Background: an optimization exercise with open tools, aiming at small area, a short achievable clock period and few clock cycles per item. Do not read the settings as production practice. At most, simulation tests tie the RTL to the original design; equivalence was not proved. Function not checked in run 2: the RTL went through the layout flow alone.

## flow/design.v (module list and top-level ports; edited modules follow where they fit)
// module alu_pre: 35 lines
// module alu_stage1: 1068 lines
// module alu_stage2: 276 lines
// module pipelined_alu: 127 lines
module pipelined_alu (
  input  logic        clk,
  input  logic        rst,
  input  logic        in_valid,
  output logic        in_ready,
  input  logic [3:0]  op,
  input  logic [31:0] a,
  input  logic [31:0] b,
  output logic        out_valid,
  input  logic        out_ready,
  output logic [31:0] res,
  output logic [3:0]  flags,
  output logic [15:0] illegal_cnt
);
  // ...
==> flow/flow/run.sh <==
#!/bin/bash
set -euo pipefail
cd "$(dirname "$0")/.."
bash standard.sh synth > synth.log 2>&1
bash standard.sh "BUFFER_PORTS_ARGS=-buffer_cell sky130_fd_sc_hd__buf_2" finish > layout.log 2>&1
==> flow/standard.sh <==
#!/bin/bash
# synth_recipe.tcl (not shown) runs the flow's synth.tcl, then flattens the netlist and writes it again
# the make line also repeats each setting of config.mk as NAME=value (left out here)
make -C /OpenROAD-flow-scripts/flow DESIGN_CONFIG=/design/flow/config.mk WORK_HOME=/design/flow/orfs CLKGATE_MAP_FILE= SYNTH_SCRIPT=/design/flow/synth_recipe.tcl "${@:-finish}"
==> flow/config.mk <==
export PLATFORM = sky130hd
export DESIGN_NAME = pipelined_alu
export DESIGN_NICKNAME = pipelined_alu
export VERILOG_FILES = /design/flow/design.v
export SDC_FILE = /design/flow/constraint.sdc
export NUM_CORES = 4
export LEC_CHECK = 0
export CAP_MARGIN = 20
export CORE_MARGIN = 2
export CORE_UTILIZATION = 40
export SETUP_SLACK_MARGIN = 5
export SLEW_MARGIN = 20
==> flow/constraint.sdc <==
create_clock -name core_clock -period 9.0 [get_ports {clk}]
set_input_delay 1.8000 -clock core_clock [delete_from_list [all_inputs] [get_ports {clk}]]
set_output_delay 1.8000 -clock core_clock [all_outputs]
set_load 0.01 [all_outputs]
==> run_results.csv, run 1 <==
group,metric,value,unit
logic_synthesis,synth_flop_cell,"edfxtp_1",
global_routing,overflow,0,
finish,layoutNonFillerInstCount,3135,
logic_synthesis,synth_seq_area_share,32.11,%
timing,setup_viol,0,
logic_synthesis,synth_area_leaders,"edfxtp_1, fa_1, a22oi_1, xnor2_1, xor2_1",
worst_hold_path,hold_class,"reg -> reg",
logic_synthesis,synth_area,0.02425,mm²
timing,slew_headroom,35.95,%
logic_synthesis,synthTopCellsByCount,"a22oi_1, inv_1, edfxtp_1",
global_routing,grt_pass1_vias,18230,
timing,timing.fmax,248.4,MHz
place,gp_congestion,0.9150,
finish,final_area,0.02697,mm²
detailed_routing,vias,18250,
detailed_routing,dr.max_layer_used,"met5",
detailed_routing,dr_wl_met2,34530,µm
cts,post_cts_buffers,3,
global_routing,met1_usage,30.82,%
place,io_buffer_count,125,
global_routing,grt_first_pass_wirelength,112000,µm
detailed_routing,drtIter0Drc,2080,
setup_path,required,7.20,ns
finish,multi_input_area_share,55.09,%
finish,clk_share,3.734,%
cts,max-clock-path-buffers,3,
logic_synthesis,synth_compound_area_share,13.65,%
cts,clkSinkCount,264,
detailed_routing,met3_length,7018,µm
flow_run,max-cap-violations,0,
setup_path,crit_start,"out_ready",
detailed_routing,finalWirelength,74530,µm
place,hpwlAfterDp,52380,µm
global_routing,grt_use_met2,37.32,%
cts,root_buffer,"clkbuf_16",
setup_path,crit_fanout,2,
outcome,status,"complete, no violations",
setup_path,path_cells,"buf_6 -> or2_4 -> buf_6",
finish,final_cell_mix,"a22oi_1, edfxtp_1, inv_1",
Testbench counts, summed over its fixed seeds: cycles 16,024, items 16,000.
==> module alu_pre, before the edit <==
module alu_pre (
  input  logic [3:0]  op,
  input  logic [31:0] a,
  input  logic [31:0] b,
  output logic [31:0] ax,
  output logic        rev,
  output logic        sub,
  output logic [31:0] bx,
  output logic [15:0] bone,
  output logic [15:0] btwo,
  output logic        is_mul
);
  logic is_sll, is_sh;
  logic [32:0] bext;
  logic [31:0] shd;
  assign is_mul = (op == 4'h9);
  assign is_sll = (op == 4'h6);
  assign rev    = (op == 4'h7) | (op == 4'h8);
  assign is_sh  = is_sll | rev;
  for (genvar i = 0; i < 32; i++) begin : g_rev
    assign ax[i] = rev ? a[31-i] : a[i];
  end
  assign sub    = (op == 4'h1) | (op == 4'hA) | (op == 4'hB);
  assign bx     = b ^ {32{sub}};
  assign bext = {b, 1'b0};
  always_comb begin
    for (int i = 0; i < 32; i++) shd[i] = (b[4:0] == i[4:0]);
  end
  for (genvar j = 0; j < 16; j++) begin : g_benc
    assign bone[j] = (is_mul & (bext[2*j+1] ^ bext[2*j])) | (is_sh & shd[2*j]);
    assign btwo[j] = (is_mul & ((bext[2*j+2] & ~bext[2*j+1] & ~bext[2*j]) |
                               (~bext[2*j+2] & bext[2*j+1] & bext[2*j]))) |
                     (is_sh & shd[2*j+1]);
  end
endmodule
==> module alu_stage2, before the edit <==
module alu_stage2 (
  input  logic [95:0] cut,
  input  logic        addsub,   
  input  logic        cmp,      
  input  logic        cmp_s,    
  output logic [31:0] res,
  output logic        carry,
  output logic        ovf
);
  logic [32:0] x, y, s;
  logic        ovf_s, lt;
  logic us1;
  logic uc2;
  logic us3;
  logic uc4;
  logic us5;
  logic uc6;
  logic us7;
  logic uc8;
  logic us9;
  logic uc10;
  logic us11;
  logic uc12;
  logic us13;
  logic uc14;
  logic us15;
  logic uc16;
  logic us17;
  logic uc18;
  logic us19;
  logic uc20;
  logic us21;
  logic uc22;
  logic us23;
  logic uc24;
  logic us25;
  logic uc26;
  logic us27;
  logic uc28;
  logic us29;
  logic uc30;
  logic us31;
  logic uc32;
  logic us33;
  logic uc34;
  logic us35;
  logic uc36;
  logic us37;
  logic uc38;
  logic us39;
  logic uc40;
  logic us41;
  logic uc42;
  logic us43;
  logic uc44;
  logic us45;
  logic uc46;
  logic us47;
  logic uc48;
  logic us49;
  logic uc50;
  logic us51;
  logic uc52;
  logic us53;
  logic uc54;
  logic us55;
  logic uc56;
  logic us57;
  logic uc58;
  logic us59;
  logic uc60;
  logic us61;
  logic uc62;
  logic us63;
  logic uc64;
  logic us65;
  logic uc66;
  logic us67;
  logic uc68;
  logic us69;
  logic uc70;
  logic us71;
  logic uc72;
  logic us73;
  logic uc74;
  logic us75;
  logic uc76;
  logic us77;
  logic uc78;
  logic us79;
  logic uc80;
  logic us81;
  logic uc82;
  logic us83;
  logic uc84;
  logic us85;
  logic uc86;
  logic us87;
  logic uc88;
  logic us89;
  logic uc90;
  logic us91;
  logic uc92;
  logic us93;
  logic uc94;
  logic us95;
  logic uc96;
  assign us1 = cut[33] ^ cut[34];
  assign uc2 = cut[33] & cut[34];
  assign us3 = cut[37] ^ cut[38];
  assign uc4 = cut[37] & cut[38];
  assign us5 = cut[40] ^ cut[41] ^ cut[42];
  assign uc6 = (cut[40] & cut[41]) | (cut[42] & (cut[40] ^ cut[41]));
  assign us7 = cut[44] ^ cut[45] ^ cut[46];
  assign uc8 = (cut[44] & cut[45]) | (cut[46] & (cut[44] ^ cut[45]));
  assign us9 = cut[48] ^ cut[49] ^ cut[50];
  assign uc10 = (cut[48] & cut[49]) | (cut[50] & (cut[48] ^ cut[49]));
  assign us11 = cut[52] ^ cut[53] ^ cut[54];
  assign uc12 = (cut[52] & cut[53]) | (cut[54] & (cut[52] ^ cut[53]));
  assign us13 = cut[56] ^ cut[57] ^ cut[58];
  assign uc14 = (cut[56] & cut[57]) | (cut[58] & (cut[56] ^ cut[57]));
  assign us15 = cut[60] ^ cut[61] ^ cut[62];
  assign uc16 = (cut[60] & cut[61]) | (cut[62] & (cut[60] ^ cut[61]));
  assign us17 = cut[64] ^ cut[65] ^ cut[66];
  assign uc18 = (cut[64] & cut[65]) | (cut[66] & (cut[64] ^ cut[65]));
  assign us19 = cut[68] ^ cut[69] ^ cut[70];
  assign uc20 = (cut[68] & cut[69]) | (cut[70] & (cut[68] ^ cut[69]));
  assign us21 = cut[72] ^ cut[73] ^ cut[74];
  assign uc22 = (cut[72] & cut[73]) | (cut[74] & (cut[72] ^ cut[73]));
  assign us23 = cut[76] ^ cut[77] ^ cut[78];
  assign uc24 = (cut[76] & cut[77]) | (cut[78] & (cut[76] ^ cut[77]));
  assign us25 = cut[80] ^ cut[81] ^ cut[82];
  assign uc26 = (cut[80] & cut[81]) | (cut[82] & (cut[80] ^ cut[81]));
  assign us27 = cut[84] ^ cut[85] ^ cut[86];
  assign uc28 = (cut[84] & cut[85]) | (cut[86] & (cut[84] ^ cut[85]));
  assign us29 = cut[88] ^ cut[89] ^ cut[90];
  assign uc30 = (cut[88] & cut[89]) | (cut[90] & (cut[88] ^ cut[89]));
  assign us31 = cut[92] ^ cut[93] ^ cut[94];
  assign uc32 = (cut[92] & cut[93]) | (cut[94] & (cut[92] ^ cut[93]));
  assign us33 = cut[0] ^ cut[1];
  assign uc34 = cut[0] & cut[1];
  assign us35 = cut[3] ^ cut[4];
  assign uc36 = cut[3] & cut[4];
  assign us37 = cut[5] ^ cut[6];
  assign uc38 = cut[5] & cut[6];
  assign us39 = cut[7] ^ cut[8];
  assign uc40 = cut[7] & cut[8];
  assign us41 = cut[9] ^ cut[10];
  assign uc42 = cut[9] & cut[10];
  assign us43 = cut[11] ^ cut[12];
  assign uc44 = cut[11] & cut[12];
  assign us45 = cut[13] ^ cut[14];
  assign uc46 = cut[13] & cut[14];
  assign us47 = cut[15] ^ cut[16];
  assign uc48 = cut[15] & cut[16];
  assign us49 = cut[17] ^ cut[18];
  assign uc50 = cut[17] & cut[18];
  assign us51 = cut[19] ^ cut[20];
  assign uc52 = cut[19] & cut[20];
  assign us53 = cut[21] ^ cut[22];
  assign uc54 = cut[21] & cut[22];
  assign us55 = cut[23] ^ cut[24];
  assign uc56 = cut[23] & cut[24];
  assign us57 = cut[25] ^ cut[26];
  assign uc58 = cut[25] & cut[26];
  assign us59 = cut[27] ^ cut[28];
  assign uc60 = cut[27] & cut[28];
  assign us61 = cut[29] ^ cut[30];
  assign uc62 = cut[29] & cut[30];
  assign us63 = cut[31] ^ cut[32];
  assign uc64 = cut[31] & cut[32];
  assign us65 = cut[35] ^ cut[36] ^ us1;
  assign uc66 = (cut[35] & cut[36]) | (us1 & (cut[35] ^ cut[36]));
  assign us67 = cut[39] ^ us3 ^ uc2;
  assign uc68 = (cut[39] & us3) | (uc2 & (cut[39] ^ us3));
  assign us69 = cut[43] ^ us5 ^ uc4;
  assign uc70 = (cut[43] & us5) | (uc4 & (cut[43] ^ us5));
  assign us71 = cut[47] ^ us7 ^ uc6;
  assign uc72 = (cut[47] & us7) | (uc6 & (cut[47] ^ us7));
  assign us73 = cut[51] ^ us9 ^ uc8;
  assign uc74 = (cut[51] & us9) | (uc8 & (cut[51] ^ us9));
  assign us75 = cut[55] ^ us11 ^ uc10;
  assign uc76 = (cut[55] & us11) | (uc10 & (cut[55] ^ us11));
  assign us77 = cut[59] ^ us13 ^ uc12;
  assign uc78 = (cut[59] & us13) | (uc12 & (cut[59] ^ us13));
  assign us79 = cut[63] ^ us15 ^ uc14;
  assign uc80 = (cut[63] & us15) | (uc14 & (cut[63] ^ us15));
  assign us81 = cut[67] ^ us17 ^ uc16;
  assign uc82 = (cut[67] & us17) | (uc16 & (cut[67] ^ us17));
  assign us83 = cut[71] ^ us19 ^ uc18;
  assign uc84 = (cut[71] & us19) | (uc18 & (cut[71] ^ us19));
  assign us85 = cut[75] ^ us21 ^ uc20;
  assign uc86 = (cut[75] & us21) | (uc20 & (cut[75] ^ us21));
  assign us87 = cut[79] ^ us23 ^ uc22;
  assign uc88 = (cut[79] & us23) | (uc22 & (cut[79] ^ us23));
  assign us89 = cut[83] ^ us25 ^ uc24;
  assign uc90 = (cut[83] & us25) | (uc24 & (cut[83] ^ us25));
  assign us91 = cut[87] ^ us27 ^ uc26;
  assign uc92 = (cut[87] & us27) | (uc26 & (cut[87] ^ us27));
  assign us93 = cut[91] ^ us29 ^ uc28;
  assign uc94 = (cut[91] & us29) | (uc28 & (cut[91] ^ us29));
  assign us95 = cut[95] ^ us31 ^ uc30;
  assign uc96 = (cut[95] & us31) | (uc30 & (cut[95] ^ us31));
  assign x[0] = us33;
  assign y[0] = cut[2];
  assign x[1] = us35;
  assign y[1] = uc34;
  assign x[2] = us37;
  assign y[2] = uc36;
  assign x[3] = us39;
  assign y[3] = uc38;
  assign x[4] = us41;
  assign y[4] = uc40;
  assign x[5] = us43;
  assign y[5] = uc42;
  assign x[6] = us45;
  assign y[6] = uc44;
  assign x[7] = us47;
  assign y[7] = uc46;
  assign x[8] = us49;
  assign y[8] = uc48;
  assign x[9] = us51;
  assign y[9] = uc50;
  assign x[10] = us53;
  assign y[10] = uc52;
  assign x[11] = us55;
  assign y[11] = uc54;
  assign x[12] = us57;
  assign y[12] = uc56;
  assign x[13] = us59;
  assign y[13] = uc58;
  assign x[14] = us61;
  assign y[14] = uc60;
  assign x[15] = us63;
  assign y[15] = uc62;
  assign x[16] = us65;
  assign y[16] = uc64;
  assign x[17] = us67;
  assign y[17] = uc66;
  assign x[18] = us69;
  assign y[18] = uc68;
  assign x[19] = us71;
  assign y[19] = uc70;
  assign x[20] = us73;
  assign y[20] = uc72;
  assign x[21] = us75;
  assign y[21] = uc74;
  assign x[22] = us77;
  assign y[22] = uc76;
  assign x[23] = us79;
  assign y[23] = uc78;
  assign x[24] = us81;
  assign y[24] = uc80;
  assign x[25] = us83;
  assign y[25] = uc82;
  assign x[26] = us85;
  assign y[26] = uc84;
  assign x[27] = us87;
  assign y[27] = uc86;
  assign x[28] = us89;
  assign y[28] = uc88;
  assign x[29] = us91;
  assign y[29] = uc90;
  assign x[30] = us93;
  assign y[30] = uc92;
  assign x[31] = us95;
  assign y[31] = uc94;
  assign x[32] = uc32;
  assign y[32] = uc96;
  assign s  = x + y;
  assign ovf_s = (cut[92] == cut[93]) && (s[31] != cut[92]);
  assign lt    = cmp_s ? (s[31] ^ ovf_s) : ~s[32];
  assign res   = cmp ? {31'd0, lt} : s[31:0];
  assign carry = addsub & s[32];
  assign ovf   = addsub & ovf_s;
endmodule
==> module pipelined_alu, before the edit <==
module pipelined_alu (
  input  logic        clk,
  input  logic        rst,
  input  logic        in_valid,
  output logic        in_ready,
  input  logic [3:0]  op,
  input  logic [31:0] a,
  input  logic [31:0] b,
  output logic        out_valid,
  input  logic        out_ready,
  output logic [31:0] res,
  output logic [3:0]  flags,
  output logic [15:0] illegal_cnt
);
  localparam int NC = alu_pkg::NC;
  logic        v0, v1, v2, bubble;
  logic [3:0]  op0;
  logic [31:0] a0, bx0;
  logic        rev0;
  logic        sub0;
  logic [15:0] bone0, btwo0;
  logic        is_mul0;
  logic        sub_p;
  logic [31:0] bx_p, ax_p;
  logic        rev_p, rev1, rev2;
  logic [15:0] bone_p, btwo_p;
  logic        is_mul_p;
  logic [NC-1:0] cut_s, cut1;
  logic        addsub_s, cmp_s, cmps_s, legal_s;
  logic        addsub1, cmp1, cmps1, legal1;
  logic [31:0] sum_s;
  logic        carry_s, ovf_s;
  logic [31:0] res2;
  logic [2:0]  fl2;         
  logic [15:0] cnt;
  logic        s0_go, s1_go, s2_go;
  assign s2_go    = ~v2 | out_ready;
  assign s1_go    = ~v1 | s2_go;
  assign s0_go    = ~v0 | s1_go;
  assign in_ready = bubble | out_ready;
  alu_pre u_pre (
    .op   (op),
    .a    (a),
    .ax   (ax_p),
    .rev  (rev_p),
    .b    (b),
    .sub  (sub_p),
    .bx   (bx_p),
    .bone (bone_p),
    .btwo (btwo_p),
    .is_mul (is_mul_p)
  );
  alu_stage1 u_s1 (
    .op    (op0),
    .a     (a0),
    .sub   (sub0),
    .bx    (bx0),
    .bone  (bone0),
    .btwo  (btwo0),
    .is_mul (is_mul0),
    .cut   (cut_s),
    .addsub (addsub_s),
    .cmp    (cmp_s),
    .cmp_s  (cmps_s),
    .legal  (legal_s)
  );
  alu_stage2 u_s2 (
    .cut    (cut1),
    .addsub (addsub1),
    .cmp    (cmp1),
    .cmp_s  (cmps1),
    .res    (sum_s),
    .carry  (carry_s),
    .ovf    (ovf_s)
  );
  always_ff @(posedge clk or posedge rst) begin
    if (rst) begin
      v0     <= 1'b0;
      v1     <= 1'b0;
      v2     <= 1'b0;
      bubble <= 1'b1;
    end else begin
      if (s0_go) v0 <= in_valid;
      if (s1_go) v1 <= v0;
      if (s2_go) v2 <= v1;
      bubble <= ~((s0_go ? in_valid : v0) & (s1_go ? v0 : v1) & (s2_go ? v1 : v2));
    end
  end
  always_ff @(posedge clk) begin
    if (s0_go) begin
      op0     <= op;
      a0      <= ax_p;
      rev0    <= rev_p;
      sub0    <= sub_p;
      bx0     <= bx_p;
      bone0   <= bone_p;
      btwo0   <= btwo_p;
      is_mul0 <= is_mul_p;
    end
    if (s1_go) begin
      cut1   <= cut_s;
      addsub1 <= addsub_s;
      cmp1    <= cmp_s;
      cmps1   <= cmps_s;
      legal1 <= legal_s;
      rev1   <= rev0;
    end
    if (s2_go) begin
      res2 <= sum_s;
      fl2  <= {legal1, carry_s, ovf_s};
      rev2 <= rev1;
    end
  end
  always_ff @(posedge clk or posedge rst) begin
    if (rst) begin
      cnt <= 16'h0000;
    end else if (s1_go && v0 && op0[3] && op0[2] && (cnt != 16'hFFFF)) begin
      cnt <= cnt + 16'h0001;
    end
  end
  assign out_valid   = v2;
  for (genvar i = 0; i < 32; i++) begin : g_res
    assign res[i] = rev2 ? res2[31-i] : res2[i];
  end
  assign flags       = {res[31], fl2[2] & (res2 == 32'd0), fl2[1:0]};
  assign illegal_cnt = cnt;
endmodule
==> run 2: changes to the inputs <==
--- a/flow/design.v
+++ b/flow/design.v
@@ -1,69 +1,56 @@
 package alu_pkg;
-  localparam int NC = 96;
+  localparam int NC = 94;
 endpackage
 module alu_pre (
   input  logic [3:0]  op,
-  input  logic [31:0] a,
   input  logic [31:0] b,
-  output logic [31:0] ax,
-  output logic        rev,
   output logic        sub,
   output logic [31:0] bx,
   output logic [15:0] bone,
   output logic [15:0] btwo,
-  output logic        is_mul
+  output logic [15:0] bneg
 );
-  logic is_sll, is_sh;
+  logic is_mul, is_sll;
   logic [32:0] bext;
   logic [31:0] shd;
   assign is_mul = (op == 4'h9);
   assign is_sll = (op == 4'h6);
-  assign rev    = (op == 4'h7) | (op == 4'h8);
-  assign is_sh  = is_sll | rev;
-  for (genvar i = 0; i < 32; i++) begin : g_rev
-    assign ax[i] = rev ? a[31-i] : a[i];
-  end
   assign sub    = (op == 4'h1) | (op == 4'hA) | (op == 4'hB);
   assign bx     = b ^ {32{sub}};
   assign bext = {b, 1'b0};
   always_comb begin
     for (int i = 0; i < 32; i++) shd[i] = (b[4:0] == i[4:0]);
   end
   for (genvar j = 0; j < 16; j++) begin : g_benc
-    assign bone[j] = (is_mul & (bext[2*j+1] ^ bext[2*j])) | (is_sh & shd[2*j]);
+    assign bone[j] = (is_mul & (bext[2*j+1] ^ bext[2*j])) | (is_sll & shd[2*j]);
     assign btwo[j] = (is_mul & ((bext[2*j+2] & ~bext[2*j+1] & ~bext[2*j]) |
                                (~bext[2*j+2] & bext[2*j+1] & bext[2*j]))) |
-                     (is_sh & shd[2*j+1]);
+                     (is_sll & shd[2*j+1]);
+    assign bneg[j] = is_mul & bext[2*j+2];
   end
 endmodule
 module alu_stage1 (
   input  logic [3:0]  op,
   input  logic [31:0] a,
   input  logic        sub,
   input  logic [31:0] bx,
   input  logic [15:0] bone,
   input  logic [15:0] btwo,
-  input  logic        is_mul,
-  output logic [95:0] cut,
-  output logic        addsub,
-  output logic        cmp,
-  output logic        cmp_s,
+  input  logic [15:0] bneg,
+  output logic [93:0] cut,
+  output logic        carry,
+  output logic        ovf,
   output logic        legal
 );
-  logic [15:0] bneg;
-  logic [31:0] ro, fill;
-  logic [3:0]  t;
-  logic [31:0] bg;
-  logic        cin, arith;
+  logic [32:0] s;
+  logic [31:0] ro, sr;
+  logic        ovf_s;
   assign legal  = ~(op[3] & op[2]);
-  for (genvar j = 0; j < 16; j++) begin : g_bneg
-    assign bneg[j] = is_mul & bx[2*j+1];
-  end
   logic [31:0] pp0;
   logic [29:0] pp1;
   logic [27:0] pp2;
   logic [25:0] pp3;
   logic [23:0] pp4;
   logic [21:0] pp5;
   logic [19:0] pp6;
   logic [17:0] pp7;
@@ -86,35 +73,34 @@
   assign pp8 = (({16{bone[8]}} & a[15:0]) | ({16{btwo[8]}} & {a[14:0], 1'b0})) ^ {16{bneg[8]}};
   assign pp9 = (({14{bone[9]}} & a[13:0]) | ({14{btwo[9]}} & {a[12:0], 1'b0})) ^ {14{bneg[9]}};
   assign pp10 = (({12{bone[10]}} & a[11:0]) | ({12{btwo[10]}} & {a[10:0], 1'b0})) ^ {12{bneg[10]}};
   assign pp11 = (({10{bone[11]}} & a[9:0]) | ({10{btwo[11]}} & {a[8:0], 1'b0})) ^ {10{bneg[11]}};
   assign pp12 = (({8{bone[12]}} & a[7:0]) | ({8{btwo[12]}} & {a[6:0], 1'b0})) ^ {8{bneg[12]}};
   assign pp13 = (({6{bone[13]}} & a[5:0]) | ({6{btwo[13]}} & {a[4:0], 1'b0})) ^ {6{bneg[13]}};
   assign pp14 = (({4{bone[14]}} & a[3:0]) | ({4{btwo[14]}} & {a[2:0], 1'b0})) ^ {4{bneg[14]}};
   assign pp15 = (({2{bone[15]}} & a[1:0]) | ({2{btwo[15]}} & {a[0:0], 1'b0})) ^ {2{bneg[15]}};
-  assign addsub = (op == 4'h0) | (op == 4'h1);
-  assign cmp    = (op == 4'hA) | (op == 4'hB);
-  assign cmp_s  = ~op[0];
-  assign arith  = addsub | cmp;
-  assign bg     = (bx & {32{arith}}) | fill;
-  assign cin    = sub;
-  always_comb begin
-    for (int i = 0; i < 32; i++) fill[i] = (op == 4'h8) & a[0] & (i[4:0] < bx[4:0]);
-  end
+  assign s  = {1'b0, a} + {1'b0, bx} + {32'd0, sub};
+  assign ovf_s = (a[31] == bx[31]) && (s[31] != a[31]);
+  assign sr = $unsigned($signed({(op[3] & a[31]), a}) >>> bx[4:0]);
   always_comb begin
+    ro    = '0;
+    carry = 1'b0;
+    ovf   = 1'b0;
     case (op)
-      4'h0, 4'h1, 4'hA, 4'hB: t = 4'b1100;   
-      4'h2:                   t = 4'b1000;   
-      4'h3:                   t = 4'b1110;   
-      4'h4:                   t = 4'b0110;   
-      4'h5:                   t = 4'b0011;   
-      default:                t = 4'b0000;
+      4'h0, 4'h1: begin ro = s[31:0]; carry = s[32]; ovf = ovf_s; end
+      4'h2: ro = a & bx;
+      4'h3: ro = a | bx;
+      4'h4: ro = a ^ bx;
+      4'h5: ro = ~a;
+      4'h7, 4'h8: ro = sr;
+      4'hA: ro = {31'd0, s[31] ^ ovf_s};
+      4'hB: ro = {31'd0, ~s[32]};
+      default: ro = '0;
     endcase
-    for (int i = 0; i < 32; i++) ro[i] = t[{a[i], bx[i]}];
   end
   logic t0_s1;
   logic t0_c2;
   logic t0_s3;
   logic t0_c4;
   logic t0_s5;
   logic t0_c6;
   logic t0_s7;
@@ -1003,123 +989,116 @@
   assign t1_c442 = (t1_c380 & t1_s413) | (t1_c412 & (t1_c380 ^ t1_s413));
   assign t1_s443 = t1_c384 ^ t1_s415 ^ t1_c414;
   assign t1_c444 = (t1_c384 & t1_s415) | (t1_c414 & (t1_c384 ^ t1_s415));
   assign t1_s445 = t1_c388 ^ t1_s417 ^ t1_c416;
   assign t1_c446 = (t1_c388 & t1_s417) | (t1_c416 & (t1_c388 ^ t1_s417));
   assign t1_s447 = t1_c392 ^ t1_s419 ^ t1_c418;
   assign t1_c448 = (t1_c392 & t1_s419) | (t1_c418 & (t1_c392 ^ t1_s419));
   assign cut[0] = (pp0[0] | ro[0]);
-  assign cut[1] = (bneg[0] | bg[0]);
-  assign cut[2] = cin;
-  assign cut[3] = (pp0[1] | ro[1]);
-  assign cut[4] = bg[1];
-  assign cut[5] = (t0_s277 | bg[2]);
-  assign cut[6] = (bneg[1] | ro[2]);
-  assign cut[7] = (t0_s279 | ro[3]);
-  assign cut[8] = (t0_c278 | bg[3]);
-  assign cut[9] = (t0_s281 | bg[4]);
-  assign cut[10] = (t0_c280 | ro[4]);
-  assign cut[11] = (t0_s283 | ro[5]);
-  assign cut[12] = (t0_c282 | bg[5]);
-  assign cut[13] = (t0_s285 | ro[6]);
-  assign cut[14] = (t0_c284 | bg[6]);
-  assign cut[15] = (t0_s287 | bg[7]);
-  assign cut[16] = (t0_c286 | ro[7]);
-  assign cut[17] = (t0_s289 | ro[8]);
-  assign cut[18] = (t0_c288 | bg[8]);
-  assign cut[19] = (t0_s291 | ro[9]);
-  assign cut[20] = (t0_c290 | bg[9]);
-  assign cut[21] = (t0_s293 | ro[10]);
-  assign cut[22] = (t0_c292 | bg[10]);
-  assign cut[23] = (t0_s295 | bg[11]);
-  assign cut[24] = (t0_c294 | ro[11]);
-  assign cut[25] = (t0_s297 | ro[12]);
-  assign cut[26] = (t0_c296 | bg[12]);
-  assign cut[27] = (t0_s299 | ro[13]);
-  assign cut[28] = (t0_c298 | bg[13]);
-  assign cut[29] = (t0_s301 | ro[14]);
-  assign cut[30] = (t0_c300 | bg[14]);
-  assign cut[31] = (t0_s303 | ro[15]);
-  assign cut[32] = (t0_c302 | bg[15]);
-  assign cut[33] = t0_s305;
-  assign cut[34] = t0_c304;
-  assign cut[35] = (pp8[0] | ro[16]);
-  assign cut[36] = (bneg[8] | bg[16]);
-  assign cut[37] = (t0_s307 | bg[17]);
-  assign cut[38] = t0_c306;
-  assign cut[39] = (pp8[1] | ro[17]);
-  assign cut[40] = t0_s309;
-  assign cut[41] = t0_c308;
-  assign cut[42] = (t1_s421 | bg[18]);
-  assign cut[43] = (bneg[9] | ro[18]);
-  assign cut[44] = t0_s311;
-  assign cut[45] = t0_c310;
-  assign cut[46] = (t1_s423 | ro[19]);
-  assign cut[47] = (t1_c422 | bg[19]);
-  assign cut[48] = t0_s313;
-  assign cut[49] = t0_c312;
-  assign cut[50] = (t1_s425 | bg[20]);
-  assign cut[51] = (t1_c424 | ro[20]);
-  assign cut[52] = t0_s315;
-  assign cut[53] = t0_c314;
-  assign cut[54] = (t1_s427 | ro[21]);
-  assign cut[55] = (t1_c426 | bg[21]);
-  assign cut[56] = t0_s317;
-  assign cut[57] = t0_c316;
-  assign cut[58] = (t1_s429 | ro[22]);
-  assign cut[59] = (t1_c428 | bg[22]);
-  assign cut[60] = t0_s319;
-  assign cut[61] = t0_c318;
-  assign cut[62] = (t1_s431 | bg[23]);
-  assign cut[63] = (t1_c430 | ro[23]);
-  assign cut[64] = t0_s321;
-  assign cut[65] = t0_c320;
-  assign cut[66] = (t1_s433 | ro[24]);
-  assign cut[67] = (t1_c432 | bg[24]);
-  assign cut[68] = t0_s323;
-  assign cut[69] = t0_c322;
-  assign cut[70] = (t1_s435 | ro[25]);
-  assign cut[71] = (t1_c434 | bg[25]);
-  assign cut[72] = t0_s325;
-  assign cut[73] = t0_c324;
-  assign cut[74] = (t1_s437 | ro[26]);
-  assign cut[75] = (t1_c436 | bg[26]);
-  assign cut[76] = (t0_s327 | bg[27]);
-  assign cut[77] = t0_c326;
-  assign cut[78] = t1_s439;
-  assign cut[79] = (t1_c438 | ro[27]);
-  assign cut[80] = (t0_s329 | ro[28]);
-  assign cut[81] = (t0_c328 | bg[28]);
-  assign cut[82] = t1_s441;
-  assign cut[83] = t1_c440;
-  assign cut[84] = (t0_s331 | ro[29]);
-  assign cut[85] = (t0_c330 | bg[29]);
-  assign cut[86] = t1_s443;
-  assign cut[87] = t1_c442;
-  assign cut[88] = (t0_s333 | ro[30]);
-  assign cut[89] = (t0_c332 | bg[30]);
-  assign cut[90] = t1_s445;
-  assign cut[91] = t1_c444;
-  assign cut[92] = (t0_s335 | ro[31]);
-  assign cut[93] = (t0_c334 | bg[31]);
-  assign cut[94] = t1_s447;
-  assign cut[95] = t1_c446;
+  assign cut[1] = bneg[0];
+  assign cut[2] = (pp0[1] | ro[1]);
+  assign cut[3] = t0_s277;
+  assign cut[4] = (bneg[1] | ro[2]);
+  assign cut[5] = (t0_s279 | ro[3]);
+  assign cut[6] = t0_c278;
+  assign cut[7] = t0_s281;
+  assign cut[8] = (t0_c280 | ro[4]);
+  assign cut[9] = (t0_s283 | ro[5]);
+  assign cut[10] = t0_c282;
+  assign cut[11] = (t0_s285 | ro[6]);
+  assign cut[12] = t0_c284;
+  assign cut[13] = t0_s287;
+  assign cut[14] = (t0_c286 | ro[7]);
+  assign cut[15] = (t0_s289 | ro[8]);
+  assign cut[16] = t0_c288;
+  assign cut[17] = (t0_s291 | ro[9]);
+  assign cut[18] = t0_c290;
+  assign cut[19] = (t0_s293 | ro[10]);
+  assign cut[20] = t0_c292;
+  assign cut[21] = t0_s295;
+  assign cut[22] = (t0_c294 | ro[11]);
+  assign cut[23] = (t0_s297 | ro[12]);
+  assign cut[24] = t0_c296;
+  assign cut[25] = (t0_s299 | ro[13]);
+  assign cut[26] = t0_c298;
+  assign cut[27] = (t0_s301 | ro[14]);
+  assign cut[28] = t0_c300;
+  assign cut[29] = (t0_s303 | ro[15]);
+  assign cut[30] = t0_c302;
+  assign cut[31] = t0_s305;
+  assign cut[32] = t0_c304;
+  assign cut[33] = (pp8[0] | ro[16]);
+  assign cut[34] = bneg[8];
+  assign cut[35] = t0_s307;
+  assign cut[36] = t0_c306;
+  assign cut[37] = (pp8[1] | ro[17]);
+  assign cut[38] = t0_s309;
+  assign cut[39] = t0_c308;
+  assign cut[40] = t1_s421;
+  assign cut[41] = (bneg[9] | ro[18]);
+  assign cut[42] = t0_s311;
+  assign cut[43] = t0_c310;
+  assign cut[44] = (t1_s423 | ro[19]);
+  assign cut[45] = t1_c422;
+  assign cut[46] = t0_s313;
+  assign cut[47] = t0_c312;
+  assign cut[48] = t1_s425;
+  assign cut[49] = (t1_c424 | ro[20]);
+  assign cut[50] = t0_s315;
+  assign cut[51] = t0_c314;
+  assign cut[52] = (t1_s427 | ro[21]);
+  assign cut[53] = t1_c426;
+  assign cut[54] = t0_s317;
+  assign cut[55] = t0_c316;
+  assign cut[56] = (t1_s429 | ro[22]);
+  assign cut[57] = t1_c428;
+  assign cut[58] = t0_s319;
+  assign cut[59] = t0_c318;
+  assign cut[60] = t1_s431;
+  assign cut[61] = (t1_c430 | ro[23]);
+  assign cut[62] = t0_s321;
+  assign cut[63] = t0_c320;
+  assign cut[64] = (t1_s433 | ro[24]);
+  assign cut[65] = t1_c432;
+  assign cut[66] = t0_s323;
+  assign cut[67] = t0_c322;
+  assign cut[68] = (t1_s435 | ro[25]);
+  assign cut[69] = t1_c434;
+  assign cut[70] = t0_s325;
+  assign cut[71] = t0_c324;
+  assign cut[72] = (t1_s437 | ro[26]);
+  assign cut[73] = t1_c436;
+  assign cut[74] = t0_s327;
+  assign cut[75] = t0_c326;
+  assign cut[76] = t1_s439;
+  assign cut[77] = (t1_c438 | ro[27]);
+  assign cut[78] = (t0_s329 | ro[28]);
+  assign cut[79] = t0_c328;
+  assign cut[80] = t1_s441;
+  assign cut[81] = t1_c440;
+  assign cut[82] = (t0_s331 | ro[29]);
+  assign cut[83] = t0_c330;
+  assign cut[84] = t1_s443;
+  assign cut[85] = t1_c442;
+  assign cut[86] = (t0_s333 | ro[30]);
+  assign cut[87] = t0_c332;
+  assign cut[88] = t1_s445;
+  assign cut[89] = t1_c444;
+  assign cut[90] = (t0_s335 | ro[31]);
+  assign cut[91] = t0_c334;
+  assign cut[92] = t1_s447;
+  assign cut[93] = t1_c446;
 endmodule
 module alu_stage2 (
-  input  logic [95:0] cut,
-  input  logic        addsub,   
-  input  logic        cmp,      
-  input  logic        cmp_s,    
-  output logic [31:0] res,
-  output logic        carry,
-  output logic        ovf
+  input  logic [93:0] cut,
+  output logic [31:0] sum,
+  output logic        zero
 );
-  logic [32:0] x, y, s;
-  logic        ovf_s, lt;
+  logic [31:0] x, y;
   logic us1;
   logic uc2;
   logic us3;
   logic uc4;
   logic us5;
   logic uc6;
   logic us7;
   logic uc8;
@@ -1174,336 +1153,264 @@
   logic us57;
   logic uc58;
   logic us59;
   logic uc60;
   logic us61;
   logic uc62;
   logic us63;
   logic uc64;
-  logic us65;
-  logic uc66;
-  logic us67;
-  logic uc68;
-  logic us69;
-  logic uc70;
-  logic us71;
-  logic uc72;
-  logic us73;
-  logic uc74;
-  logic us75;
-  logic uc76;
-  logic us77;
-  logic uc78;
-  logic us79;
-  logic uc80;
-  logic us81;
-  logic uc82;
-  logic us83;
-  logic uc84;
-  logic us85;
-  logic uc86;
-  logic us87;
-  logic uc88;
-  logic us89;
-  logic uc90;
-  logic us91;
-  logic uc92;
-  logic us93;
-  logic uc94;
-  logic us95;
-  logic uc96;
-  assign us1 = cut[33] ^ cut[34];
-  assign uc2 = cut[33] & cut[34];
-  assign us3 = cut[37] ^ cut[38];
-  assign uc4 = cut[37] & cut[38];
-  assign us5 = cut[40] ^ cut[41] ^ cut[42];
-  assign uc6 = (cut[40] & cut[41]) | (cut[42] & (cut[40] ^ cut[41]));
-  assign us7 = cut[44] ^ cut[45] ^ cut[46];
-  assign uc8 = (cut[44] & cut[45]) | (cut[46] & (cut[44] ^ cut[45]));
-  assign us9 = cut[48] ^ cut[49] ^ cut[50];
-  assign uc10 = (cut[48] & cut[49]) | (cut[50] & (cut[48] ^ cut[49]));
-  assign us11 = cut[52] ^ cut[53] ^ cut[54];
-  assign uc12 = (cut[52] & cut[53]) | (cut[54] & (cut[52] ^ cut[53]));
-  assign us13 = cut[56] ^ cut[57] ^ cut[58];
-  assign uc14 = (cut[56] & cut[57]) | (cut[58] & (cut[56] ^ cut[57]));
-  assign us15 = cut[60] ^ cut[61] ^ cut[62];
-  assign uc16 = (cut[60] & cut[61]) | (cut[62] & (cut[60] ^ cut[61]));
-  assign us17 = cut[64] ^ cut[65] ^ cut[66];
-  assign uc18 = (cut[64] & cut[65]) | (cut[66] & (cut[64] ^ cut[65]));
-  assign us19 = cut[68] ^ cut[69] ^ cut[70];
-  assign uc20 = (cut[68] & cut[69]) | (cut[70] & (cut[68] ^ cut[69]));
-  assign us21 = cut[72] ^ cut[73] ^ cut[74];
-  assign uc22 = (cut[72] & cut[73]) | (cut[74] & (cut[72] ^ cut[73]));
-  assign us23 = cut[76] ^ cut[77] ^ cut[78];
-  assign uc24 = (cut[76] & cut[77]) | (cut[78] & (cut[76] ^ cut[77]));
-  assign us25 = cut[80] ^ cut[81] ^ cut[82];
-  assign uc26 = (cut[80] & cut[81]) | (cut[82] & (cut[80] ^ cut[81]));
-  assign us27 = cut[84] ^ cut[85] ^ cut[86];
-  assign uc28 = (cut[84] & cut[85]) | (cut[86] & (cut[84] ^ cut[85]));
-  assign us29 = cut[88] ^ cut[89] ^ cut[90];
-  assign uc30 = (cut[88] & cut[89]) | (cut[90] & (cut[88] ^ cut[89]));
-  assign us31 = cut[92] ^ cut[93] ^ cut[94];
-  assign uc32 = (cut[92] & cut[93]) | (cut[94] & (cut[92] ^ cut[93]));
-  assign us33 = cut[0] ^ cut[1];
-  assign uc34 = cut[0] & cut[1];
-  assign us35 = cut[3] ^ cut[4];
-  assign uc36 = cut[3] & cut[4];
-  assign us37 = cut[5] ^ cut[6];
-  assign uc38 = cut[5] & cut[6];
-  assign us39 = cut[7] ^ cut[8];
-  assign uc40 = cut[7] & cut[8];
-  assign us41 = cut[9] ^ cut[10];
-  assign uc42 = cut[9] & cut[10];
-  assign us43 = cut[11] ^ cut[12];
-  assign uc44 = cut[11] & cut[12];
-  assign us45 = cut[13] ^ cut[14];
-  assign uc46 = cut[13] & cut[14];
-  assign us47 = cut[15] ^ cut[16];
-  assign uc48 = cut[15] & cut[16];
-  assign us49 = cut[17] ^ cut[18];
-  assign uc50 = cut[17] & cut[18];
-  assign us51 = cut[19] ^ cut[20];
-  assign uc52 = cut[19] & cut[20];
-  assign us53 = cut[21] ^ cut[22];
-  assign uc54 = cut[21] & cut[22];
-  assign us55 = cut[23] ^ cut[24];
-  assign uc56 = cut[23] & cut[24];
-  assign us57 = cut[25] ^ cut[26];
-  assign uc58 = cut[25] & cut[26];
-  assign us59 = cut[27] ^ cut[28];
-  assign uc60 = cut[27] & cut[28];
-  assign us61 = cut[29] ^ cut[30];
-  assign uc62 = cut[29] & cut[30];
-  assign us63 = cut[31] ^ cut[32];
-  assign uc64 = cut[31] & cut[32];
-  assign us65 = cut[35] ^ cut[36] ^ us1;
-  assign uc66 = (cut[35] & cut[36]) | (us1 & (cut[35] ^ cut[36]));
-  assign us67 = cut[39] ^ us3 ^ uc2;
-  assign uc68 = (cut[39] & us3) | (uc2 & (cut[39] ^ us3));
-  assign us69 = cut[43] ^ us5 ^ uc4;
-  assign uc70 = (cut[43] & us5) | (uc4 & (cut[43] ^ us5));
-  assign us71 = cut[47] ^ us7 ^ uc6;
-  assign uc72 = (cut[47] & us7) | (uc6 & (cut[47] ^ us7));
-  assign us73 = cut[51] ^ us9 ^ uc8;
-  assign uc74 = (cut[51] & us9) | (uc8 & (cut[51] ^ us9));
-  assign us75 = cut[55] ^ us11 ^ uc10;
-  assign uc76 = (cut[55] & us11) | (uc10 & (cut[55] ^ us11));
-  assign us77 = cut[59] ^ us13 ^ uc12;
-  assign uc78 = (cut[59] & us13) | (uc12 & (cut[59] ^ us13));
-  assign us79 = cut[63] ^ us15 ^ uc14;
-  assign uc80 = (cut[63] & us15) | (uc14 & (cut[63] ^ us15));
-  assign us81 = cut[67] ^ us17 ^ uc16;
-  assign uc82 = (cut[67] & us17) | (uc16 & (cut[67] ^ us17));
-  assign us83 = cut[71] ^ us19 ^ uc18;
-  assign uc84 = (cut[71] & us19) | (uc18 & (cut[71] ^ us19));
-  assign us85 = cut[75] ^ us21 ^ uc20;
-  assign uc86 = (cut[75] & us21) | (uc20 & (cut[75] ^ us21));
-  assign us87 = cut[79] ^ us23 ^ uc22;
-  assign uc88 = (cut[79] & us23) | (uc22 & (cut[79] ^ us23));
-  assign us89 = cut[83] ^ us25 ^ uc24;
-  assign uc90 = (cut[83] & us25) | (uc24 & (cut[83] ^ us25));
-  assign us91 = cut[87] ^ us27 ^ uc26;
-  assign uc92 = (cut[87] & us27) | (uc26 & (cut[87] ^ us27));
-  assign us93 = cut[91] ^ us29 ^ uc28;
-  assign uc94 = (cut[91] & us29) | (uc28 & (cut[91] ^ us29));
-  assign us95 = cut[95] ^ us31 ^ uc30;
-  assign uc96 = (cut[95] & us31) | (uc30 & (cut[95] ^ us31));
-  assign x[0] = us33;
-  assign y[0] = cut[2];
-  assign x[1] = us35;
-  assign y[1] = uc34;
-  assign x[2] = us37;
-  assign y[2] = uc36;
-  assign x[3] = us39;
-  assign y[3] = uc38;
-  assign x[4] = us41;
-  assign y[4] = uc40;
-  assign x[5] = us43;
-  assign y[5] = uc42;
-  assign x[6] = us45;
-  assign y[6] = uc44;
-  assign x[7] = us47;
-  assign y[7] = uc46;
-  assign x[8] = us49;
-  assign y[8] = uc48;
-  assign x[9] = us51;
-  assign y[9] = uc50;
-  assign x[10] = us53;
-  assign y[10] = uc52;
-  assign x[11] = us55;
-  assign y[11] = uc54;
-  assign x[12] = us57;
-  assign y[12] = uc56;
-  assign x[13] = us59;
-  assign y[13] = uc58;
-  assign x[14] = us61;
-  assign y[14] = uc60;
-  assign x[15] = us63;
-  assign y[15] = uc62;
-  assign x[16] = us65;
-  assign y[16] = uc64;
-  assign x[17] = us67;
-  assign y[17] = uc66;
-  assign x[18] = us69;
-  assign y[18] = uc68;
-  assign x[19] = us71;
-  assign y[19] = uc70;
-  assign x[20] = us73;
-  assign y[20] = uc72;
-  assign x[21] = us75;
-  assign y[21] = uc74;
-  assign x[22] = us77;
-  assign y[22] = uc76;
-  assign x[23] = us79;
-  assign y[23] = uc78;
-  assign x[24] = us81;
-  assign y[24] = uc80;
-  assign x[25] = us83;
-  assign y[25] = uc82;
-  assign x[26] = us85;
-  assign y[26] = uc84;
-  assign x[27] = us87;
-  assign y[27] = uc86;
-  assign x[28] = us89;
-  assign y[28] = uc88;
-  assign x[29] = us91;
-  assign y[29] = uc90;
-  assign x[30] = us93;
-  assign y[30] = uc92;
-  assign x[31] = us95;
-  assign y[31] = uc94;
-  assign x[32] = uc32;
-  assign y[32] = uc96;
-  assign s  = x + y;
-  assign ovf_s = (cut[92] == cut[93]) && (s[31] != cut[92]);
-  assign lt    = cmp_s ? (s[31] ^ ovf_s) : ~s[32];
-  assign res   = cmp ? {31'd0, lt} : s[31:0];
-  assign carry = addsub & s[32];
-  assign ovf   = addsub & ovf_s;
+  assign us1 = cut[31] ^ cut[32];
+  assign uc2 = cut[31] & cut[32];
+  assign us3 = cut[35] ^ cut[36];
+  assign uc4 = cut[35] & cut[36];
+  assign us5 = cut[38] ^ cut[39] ^ cut[40];
+  assign uc6 = (cut[38] & cut[39]) | (cut[40] & (cut[38] ^ cut[39]));
+  assign us7 = cut[42] ^ cut[43] ^ cut[44];
+  assign uc8 = (cut[42] & cut[43]) | (cut[44] & (cut[42] ^ cut[43]));
+  assign us9 = cut[46] ^ cut[47] ^ cut[48];
+  assign uc10 = (cut[46] & cut[47]) | (cut[48] & (cut[46] ^ cut[47]));
+  assign us11 = cut[50] ^ cut[51] ^ cut[52];
+  assign uc12 = (cut[50] & cut[51]) | (cut[52] & (cut[50] ^ cut[51]));
+  assign us13 = cut[54] ^ cut[55] ^ cut[56];
+  assign uc14 = (cut[54] & cut[55]) | (cut[56] & (cut[54] ^ cut[55]));
+  assign us15 = cut[58] ^ cut[59] ^ cut[60];
+  assign uc16 = (cut[58] & cut[59]) | (cut[60] & (cut[58] ^ cut[59]));
+  assign us17 = cut[62] ^ cut[63] ^ cut[64];
+  assign uc18 = (cut[62] & cut[63]) | (cut[64] & (cut[62] ^ cut[63]));
+  assign us19 = cut[66] ^ cut[67] ^ cut[68];
+  assign uc20 = (cut[66] & cut[67]) | (cut[68] & (cut[66] ^ cut[67]));
+  assign us21 = cut[70] ^ cut[71] ^ cut[72];
+  assign uc22 = (cut[70] & cut[71]) | (cut[72] & (cut[70] ^ cut[71]));
+  assign us23 = cut[74] ^ cut[75] ^ cut[76];
+  assign uc24 = (cut[74] & cut[75]) | (cut[76] & (cut[74] ^ cut[75]));
+  assign us25 = cut[78] ^ cut[79] ^ cut[80];
+  assign uc26 = (cut[78] & cut[79]) | (cut[80] & (cut[78] ^ cut[79]));
+  assign us27 = cut[82] ^ cut[83] ^ cut[84];
+  assign uc28 = (cut[82] & cut[83]) | (cut[84] & (cut[82] ^ cut[83]));
+  assign us29 = cut[86] ^ cut[87] ^ cut[88];
+  assign uc30 = (cut[86] & cut[87]) | (cut[88] & (cut[86] ^ cut[87]));
+  assign us31 = cut[90] ^ cut[91] ^ cut[92];
+  assign uc32 = (cut[90] & cut[91]) | (cut[92] & (cut[90] ^ cut[91]));
+  assign us33 = cut[33] ^ cut[34];
+  assign uc34 = cut[33] & cut[34];
+  assign us35 = cut[37] ^ us3 ^ uc2;
+  assign uc36 = (cut[37] & us3) | (uc2 & (cut[37] ^ us3));
+  assign us37 = cut[41] ^ us5 ^ uc4;
+  assign uc38 = (cut[41] & us5) | (uc4 & (cut[41] ^ us5));
+  assign us39 = cut[45] ^ us7 ^ uc6;
+  assign uc40 = (cut[45] & us7) | (uc6 & (cut[45] ^ us7));
+  assign us41 = cut[49] ^ us9 ^ uc8;
+  assign uc42 = (cut[49] & us9) | (uc8 & (cut[49] ^ us9));
+  assign us43 = cut[53] ^ us11 ^ uc10;
+  assign uc44 = (cut[53] & us11) | (uc10 & (cut[53] ^ us11));
+  assign us45 = cut[57] ^ us13 ^ uc12;
+  assign uc46 = (cut[57] & us13) | (uc12 & (cut[57] ^ us13));
+  assign us47 = cut[61] ^ us15 ^ uc14;
+  assign uc48 = (cut[61] & us15) | (uc14 & (cut[61] ^ us15));
+  assign us49 = cut[65] ^ us17 ^ uc16;
+  assign uc50 = (cut[65] & us17) | (uc16 & (cut[65] ^ us17));
+  assign us51 = cut[69] ^ us19 ^ uc18;
+  assign uc52 = (cut[69] & us19) | (uc18 & (cut[69] ^ us19));
+  assign us53 = cut[73] ^ us21 ^ uc20;
+  assign uc54 = (cut[73] & us21) | (uc20 & (cut[73] ^ us21));
+  assign us55 = cut[77] ^ us23 ^ uc22;
+  assign uc56 = (cut[77] & us23) | (uc22 & (cut[77] ^ us23));
+  assign us57 = cut[81] ^ us25 ^ uc24;
+  assign uc58 = (cut[81] & us25) | (uc24 & (cut[81] ^ us25));
+  assign us59 = cut[85] ^ us27 ^ uc26;
+  assign uc60 = (cut[85] & us27) | (uc26 & (cut[85] ^ us27));
+  assign us61 = cut[89] ^ us29 ^ uc28;
+  assign uc62 = (cut[89] & us29) | (uc28 & (cut[89] ^ us29));
+  assign us63 = cut[93] ^ us31 ^ uc30;
+  assign uc64 = (cut[93] & us31) | (uc30 & (cut[93] ^ us31));
+  assign x[0] = cut[0];
+  assign y[0] = cut[1];
+  assign x[1] = cut[2];
+  assign y[1] = 1'b0;
+  assign x[2] = cut[3];
+  assign y[2] = cut[4];
+  assign x[3] = cut[5];
+  assign y[3] = cut[6];
+  assign x[4] = cut[7];
+  assign y[4] = cut[8];
+  assign x[5] = cut[9];
+  assign y[5] = cut[10];
+  assign x[6] = cut[11];
+  assign y[6] = cut[12];
+  assign x[7] = cut[13];
+  assign y[7] = cut[14];
+  assign x[8] = cut[15];
+  assign y[8] = cut[16];
+  assign x[9] = cut[17];
+  assign y[9] = cut[18];
+  assign x[10] = cut[19];
+  assign y[10] = cut[20];
+  assign x[11] = cut[21];
+  assign y[11] = cut[22];
+  assign x[12] = cut[23];
+  assign y[12] = cut[24];
+  assign x[13] = cut[25];
+  assign y[13] = cut[26];
+  assign x[14] = cut[27];
+  assign y[14] = cut[28];
+  assign x[15] = cut[29];
+  assign y[15] = cut[30];
+  assign x[16] = us33;
+  assign y[16] = us1;
+  assign x[17] = us35;
+  assign y[17] = uc34;
+  assign x[18] = us37;
+  assign y[18] = uc36;
+  assign x[19] = us39;
+  assign y[19] = uc38;
+  assign x[20] = us41;
+  assign y[20] = uc40;
+  assign x[21] = us43;
+  assign y[21] = uc42;
+  assign x[22] = us45;
+  assign y[22] = uc44;
+  assign x[23] = us47;
+  assign y[23] = uc46;
+  assign x[24] = us49;
+  assign y[24] = uc48;
+  assign x[25] = us51;
+  assign y[25] = uc50;
+  assign x[26] = us53;
+  assign y[26] = uc52;
+  assign x[27] = us55;
+  assign y[27] = uc54;
+  assign x[28] = us57;
+  assign y[28] = uc56;
+  assign x[29] = us59;
+  assign y[29] = uc58;
+  assign x[30] = us61;
+  assign y[30] = uc60;
+  assign x[31] = us63;
+  assign y[31] = uc62;
+  assign sum  = x + y;
+  assign zero = &((x ^ y) ~^ {(x[30:0] | y[30:0]), 1'b0});
 endmodule
 module pipelined_alu (
   input  logic        clk,
   input  logic        rst,
   input  logic        in_valid,
   output logic        in_ready,
   input  logic [3:0]  op,
   input  logic [31:0] a,
   input  logic [31:0] b,
   output logic        out_valid,
   input  logic        out_ready,
   output logic [31:0] res,
   output logic [3:0]  flags,
   output logic [15:0] illegal_cnt
 );
   localparam int NC = alu_pkg::NC;
-  logic        v0, v1, v2, bubble;
+  logic        v0, v1, v2, kfull;
   logic [3:0]  op0;
   logic [31:0] a0, bx0;
-  logic        rev0;
   logic        sub0;
-  logic [15:0] bone0, btwo0;
-  logic        is_mul0;
+  logic [15:0] bone0, btwo0, bneg0;
   logic        sub_p;
-  logic [31:0] bx_p, ax_p;
-  logic        rev_p, rev1, rev2;
-  logic [15:0] bone_p, btwo_p;
-  logic        is_mul_p;
+  logic [31:0] bx_p;
+  logic [15:0] bone_p, btwo_p, bneg_p;
   logic [NC-1:0] cut_s, cut1;
-  logic        addsub_s, cmp_s, cmps_s, legal_s;
-  logic        addsub1, cmp1, cmps1, legal1;
+  logic        carry_s, ovf_s, legal_s;
+  logic        carry1, ovf1, legal1;
   logic [31:0] sum_s;
-  logic        carry_s, ovf_s;
-  logic [31:0] res2;
-  logic [2:0]  fl2;         
+  logic        zero_s;
+  logic [31:0] res2, resk;
+  logic [2:0]  fl2, flk;
   logic [15:0] cnt;
-  logic        s0_go, s1_go, s2_go;
-  assign s2_go    = ~v2 | out_ready;
-  assign s1_go    = ~v1 | s2_go;
-  assign s0_go    = ~v0 | s1_go;
-  assign in_ready = bubble | out_ready;
+  logic        adv, s2_free;
+  assign adv      = ~kfull;
+  assign in_ready = adv;
+  assign s2_free  = ~v2 | out_ready;
   alu_pre u_pre (
     .op   (op),
-    .a    (a),
-    .ax   (ax_p),
-    .rev  (rev_p),
     .b    (b),
     .sub  (sub_p),
     .bx   (bx_p),
     .bone (bone_p),
     .btwo (btwo_p),
-    .is_mul (is_mul_p)
+    .bneg (bneg_p)
   );
   alu_stage1 u_s1 (
     .op    (op0),
     .a     (a0),
     .sub   (sub0),
     .bx    (bx0),
     .bone  (bone0),
     .btwo  (btwo0),
-    .is_mul (is_mul0),
+    .bneg  (bneg0),
     .cut   (cut_s),
-    .addsub (addsub_s),
-    .cmp    (cmp_s),
-    .cmp_s  (cmps_s),
-    .legal  (legal_s)
+    .carry (carry_s),
+    .ovf   (ovf_s),
+    .legal (legal_s)
   );
   alu_stage2 u_s2 (
-    .cut    (cut1),
-    .addsub (addsub1),
-    .cmp    (cmp1),
-    .cmp_s  (cmps1),
-    .res    (sum_s),
-    .carry  (carry_s),
-    .ovf    (ovf_s)
+    .cut  (cut1),
+    .sum  (sum_s),
+    .zero (zero_s)
   );
   always_ff @(posedge clk or posedge rst) begin
     if (rst) begin
-      v0     <= 1'b0;
-      v1     <= 1'b0;
-      v2     <= 1'b0;
-      bubble <= 1'b1;
+      v0    <= 1'b0;
+      v1    <= 1'b0;
+      v2    <= 1'b0;
+      kfull <= 1'b0;
     end else begin
-      if (s0_go) v0 <= in_valid;
-      if (s1_go) v1 <= v0;
-      if (s2_go) v2 <= v1;
-      bubble <= ~((s0_go ? in_valid : v0) & (s1_go ? v0 : v1) & (s2_go ? v1 : v2));
+      if (adv) begin
+        v0 <= in_valid;
+        v1 <= v0;
+      end
+      if (kfull) begin
+        if (s2_free) begin
+          v2    <= 1'b1;
+          kfull <= 1'b0;
+        end
+      end else if (s2_free) begin
+        v2 <= v1;
+      end else begin
+        kfull <= v1;
+      end
     end
   end
   always_ff @(posedge clk) begin
-    if (s0_go) begin
-      op0     <= op;
-      a0      <= ax_p;
-      rev0    <= rev_p;
-      sub0    <= sub_p;
-      bx0     <= bx_p;
-      bone0   <= bone_p;
-      btwo0   <= btwo_p;
-      is_mul0 <= is_mul_p;
-    end
-    if (s1_go) begin
+    if (adv) begin
+      op0    <= op;
+      a0     <= a;
+      sub0   <= sub_p;
+      bx0    <= bx_p;
+      bone0  <= bone_p;
+      btwo0  <= btwo_p;
+      bneg0  <= bneg_p;
       cut1   <= cut_s;
-      addsub1 <= addsub_s;
-      cmp1    <= cmp_s;
-      cmps1   <= cmps_s;
+      carry1 <= carry_s;
+      ovf1   <= ovf_s;
       legal1 <= legal_s;
-      rev1   <= rev0;
     end
-    if (s2_go) begin
-      res2 <= sum_s;
-      fl2  <= {legal1, carry_s, ovf_s};
-      rev2 <= rev1;
+    if (s2_free) begin
+      if (kfull) begin
+        res2 <= resk;
+        fl2  <= flk;
+      end else begin
+        res2 <= sum_s;
+        fl2  <= {legal1 & zero_s, carry1, ovf1};
+      end
+    end
+    if (~kfull & ~s2_free) begin
+      resk <= sum_s;
+      flk  <= {legal1 & zero_s, carry1, ovf1};
     end
   end
   always_ff @(posedge clk or posedge rst) begin
     if (rst) begin
       cnt <= 16'h0000;
-    end else if (s1_go && v0 && op0[3] && op0[2] && (cnt != 16'hFFFF)) begin
+    end else if (adv && v0 && op0[3] && op0[2] && (cnt != 16'hFFFF)) begin
       cnt <= cnt + 16'h0001;
     end
   end
   assign out_valid   = v2;
-  for (genvar i = 0; i < 32; i++) begin : g_res
-    assign res[i] = rev2 ? res2[31-i] : res2[i];
-  end
-  assign flags       = {res[31], fl2[2] & (res2 == 32'd0), fl2[1:0]};
+  assign res         = res2;
+  assign flags       = {res2[31], fl2};
   assign illegal_cnt = cnt;
 endmodule
==> flow/run.sh (new file) <==
#!/bin/bash
# synth_recipe.tcl (not shown) runs the flow's synth.tcl, then flattens the netlist and writes it again
# the make line also repeats each setting of config.mk as NAME=value (left out here)
make -C /OpenROAD-flow-scripts/flow DESIGN_CONFIG=/design/flow/config.mk WORK_HOME=/design/flow/orfs CLKGATE_MAP_FILE= SYNTH_SCRIPT=/design/flow/synth_recipe.tcl finish
removed: flow/flow/run.sh
removed: flow/standard.sh
==> run 2 against run 1 <==
Against the previous run: critical path type is now reg -> reg; first-iteration DRC count increased by 24%; design area is 23% higher; cell count grew 27%; via count grew 27%.
==> run_results.csv, run 2 <==
group,metric,value,unit
setup_path,crit_fanout,4,
cts,clk_pin_slew,0.07,ns
timing,post-route-period-util,44.96,%
cts,max-clock-path-buffers,3,
setup_path,cp.arrival,4.36,ns
die,core_area,0.07161,mm²
setup_path,r2r_cells,14,
worst_hold_path,worstHoldStart,"ovf1",
cts,cts_tree,"yes",
place,gp_congestion,0.9422,
die,start_util,40.44,%
logic_synthesis,synth_most_common_cell,"inv_1",
detailed_routing,drc,0,
global_routing,antenna_found_initial,2,
die,die_area,0.07456,mm²
detailed_routing,wl_per_cell,25.51,µm
setup_path,crit_path_start_kind,"flop",
logic_synthesis,synth-edff-count,284,
logic_synthesis,ys_ff_latch,304,
cts,htree_levels,2,
setup_path,r2r_start,"a0[24]",
worst_hold_path,hold_class,"reg -> reg",
global_routing,grt_max_degree,139,
timing,hold_viol,0,
finish,largest_reg_flops,94,
die,fp.dieH,273.1,µm
timing,maxSlewViolCount,0,
place,dp_slack,4.219,ns
logic_synthesis,yosysTopAreaCell,"edfxtp_1",
finish,largest_register,"cut1",
logic_synthesis,synth_area_leaders,"edfxtp_1, fa_1, xnor2_1, ha_1, a22oi_1",
finish,layout_commonest_cell,"inv_1",
timing,worstMarginPinSlew,1.017,ns
timing,clock_skew,0.03165,ns
cts,numCtsBuffers,39,
timing,slew_headroom,31.25,%
timing,fin_ws,4.954,ns
logic_synthesis,synth_area,0.02896,mm²
logic_synthesis,synth_top_cell_area_share,29.45,%
setup_path,required,9.32,ns
finish,layout-drive-gt1-share,10.39,%
cts,clkSinkCount,304,
logic_synthesis,ys_async_sr_fraction,6.579,%
cts,root_buffer,"clkbuf_16",
logic_synthesis,synthTopCellsByCount,"inv_1, edfxtp_1, xnor2_1",
detailed_routing,finalWirelength,101300,µm
outcome,status,"complete, no violations",
timing,timing.fmax,247.2,MHz
detailed_routing,drtIter0Drc,2576,
worst_hold_path,hold_path_depth,0,
timing,setup_viol,0,
global_routing,grt_first_pass_wirelength,150300,µm
die,dieWidth,273.1,µm
setup_path,cp-end-kind,"flop",
detailed_routing,drtAntennaViolNets,0,
logic_synthesis,synth_area_per_cell,9.827,µm²
detailed_routing,drt_pass1_iterations,6,
place,hpwlAfterDp,71770,µm
global_routing,grt_pass1_vias,22890,
timing,period_minus_slack,4.046,ns
logic_synthesis,yosysWarnings,3,
flow_run,max-cap-violations,0,
cts,insertion_delay,0.59,ns
timing,rsz0062_at_grt,"true",
logic_synthesis,netlist-cell-type-count,84,
global_routing,overflow,0,
logic_synthesis,synth_seq_area_share,31.18,%
setup_path,ff2ff_setup_slack,4.95,ns
logic_synthesis,synth_nets,3380,
logic_synthesis,synth_flop_cell,"edfxtp_1",
timing,setup_tns,0,ns
finish,area_growth,14.73,%
die,io_pins,126,
place,io_buffer_count,125,
finish,final_cell_mix,"inv_1, edfxtp_1, xnor2_1",
worst_hold_path,hold_end,"flk[0]",
global_routing,grt_use_total,27.05,%
setup_path,crit_type,"reg -> reg",
detailed_routing,via_per_inst,5.822,
detailed_routing,vias,23120,
logic_synthesis,synthCells,2947,
die,placementRows,98,
setup_path,r2r-end,"cut1[90]",
finish,nets,3427,
==> run 2: changes by cell type in the layout (fill, tap and decap cells not counted), sizes merged, moves of 37 or more <==
cell | previous run | this run
clkdlybuf4s50 | 0 | 125
inv | 248 | 356
nand2 | 106 | 202
ha | 94 | 172
buf | 202 | 128
xnor2 | 203 | 266
o21ai | 44 | 92
edfxtp | 240 | 284
a21oi | 81 | 118
mux2 | 68 | 31
==> run 2: metrics by stage <==
stage          util, %  std cells  instance area [µm²]  hold slack [ns]
2_1_floorplan        -       2947                28990           0.4222
3_3_place_gp     43.27       3836                30980           0.4288
3_5_place_dp     43.27       3836                30980           0.4522
4_1_cts          45.63       3942                32670           0.4697
5_1_grt          46.40       3971                33220           0.4927
6_report         46.40       3972                33230           0.4697
==> run 2: logic make-up (layout without fill, tap and decap cells) <==
kind of cell               Yosys count  count (layout)  synth area share (%)
muxes                               73              73                 3.059
xor gates and xnor gates           438             438                 13.25
other                                0               1                     0
and+or+nand+nor                    480             480                 7.704
AOI/OAI and AO/OA                  689             689                 16.47
buffers and inverters              602             676                 7.851
DFF                                304             304                 31.18
adders and majority gates          361             361                 20.50
==> run 2: cell type report <==
class | instances | area (µm²)
Fill cell | 6644 | 38380
Tap cell | 950 | 1189
Clock inverter | 24 | 209.0
Inverter | 353 | 1358
Timing Repair inverter | 1 | 5.005
Antenna cell | 1 | 2.502
Multi-Input combinational cell | 2041 | 17960
Sequential cell | 304 | 9029
Timing Repair Buffer | 254 | 2457
Clock buffer | 44 | 1016
==> run 2: repair_timing <==
item | in CTS | in global routing
hold buffers | 0 | 0
pin swaps | 6 | 22
endpoints found under the hold margin | 0 | 0
gates resized for setup | 38 | 72
cloned | 1 | 0
setup buffers | 37 | 29
endpoints found under the setup margin | 32 | 21
==> run 2: worst max-delay path by stage <==
stage	startpoint	end	slack [ns]	cells after the start
3_3_place_gp	bone0[1]	cut1[90]	4.17	13
5_1_grt	a0[22]	cut1[90]	4.83	15
2_1_floorplan	kfull	in_ready	4.88	3
6_report	a0[24]	cut1[90]	4.95	14
3_5_place_dp	bone0[1]	cut1[90]	4.22	13
4_1_cts	btwo0[5]	cut1[90]	4.90	12
==> run 2: layer usage <==
metal	global-route usage, %	up-vias	routed length [µm]
li1	-	10230	-
met1	36.67	11470	42460
met2	41.02	1189	44490
met3	5.281	225	8611
met4	14.05	4	5732
met5	0	-	30
==> run 2: critical path, cell delays in order, from the launching register on <==
cell and delay [ns]:
edfxtp_1 0.51, buf_4 0.21, a22oi_1 0.19, xnor2_1 0.11
fa_2 0.36, fa_1 0.54, inv_1 0.06, fa_2 0.40
xnor2_2 0.15, xnor2_1 0.22, xnor2_1 0.11, xnor2_1 0.29
xnor2_2 0.18, nand4_1 0.10, or3_1 0.33

re-timing with driven ports:
How much do the figures lean on ideal ports? The routed layouts below were timed once more, with nothing changed but the port constraints.
Step 1: set_driving_cell puts a clkbuf_16 on clk and a buf_2 on each other input, an assumption about the parent block.
Step 2 also shifts input and output timing later by t, the mid clock arrival at the registers, as if the neighbouring blocks saw the same clock.
Slacks: ideal / step 1 / step 2; pairs: ideal / step 1.
run	t, ns	setup WS [ns]	clock arrival spread, ns	worst register clock-pin slew, ns	worst data-port slew with drivers (ns)
run 1	0.643	4.974 / 4.942 / 4.838	0.027 / 0.027	0.07 / 0.07	0.04
run 2	0.639	4.954 / 4.954 / 4.765	0.032 / 0.032	0.07 / 0.07	0.06
After both steps setup and hold are still met in every run listed. The setup slack of run 2, which loses most, moves by 0.000 ns with the drivers and by -0.189 ns with both steps.
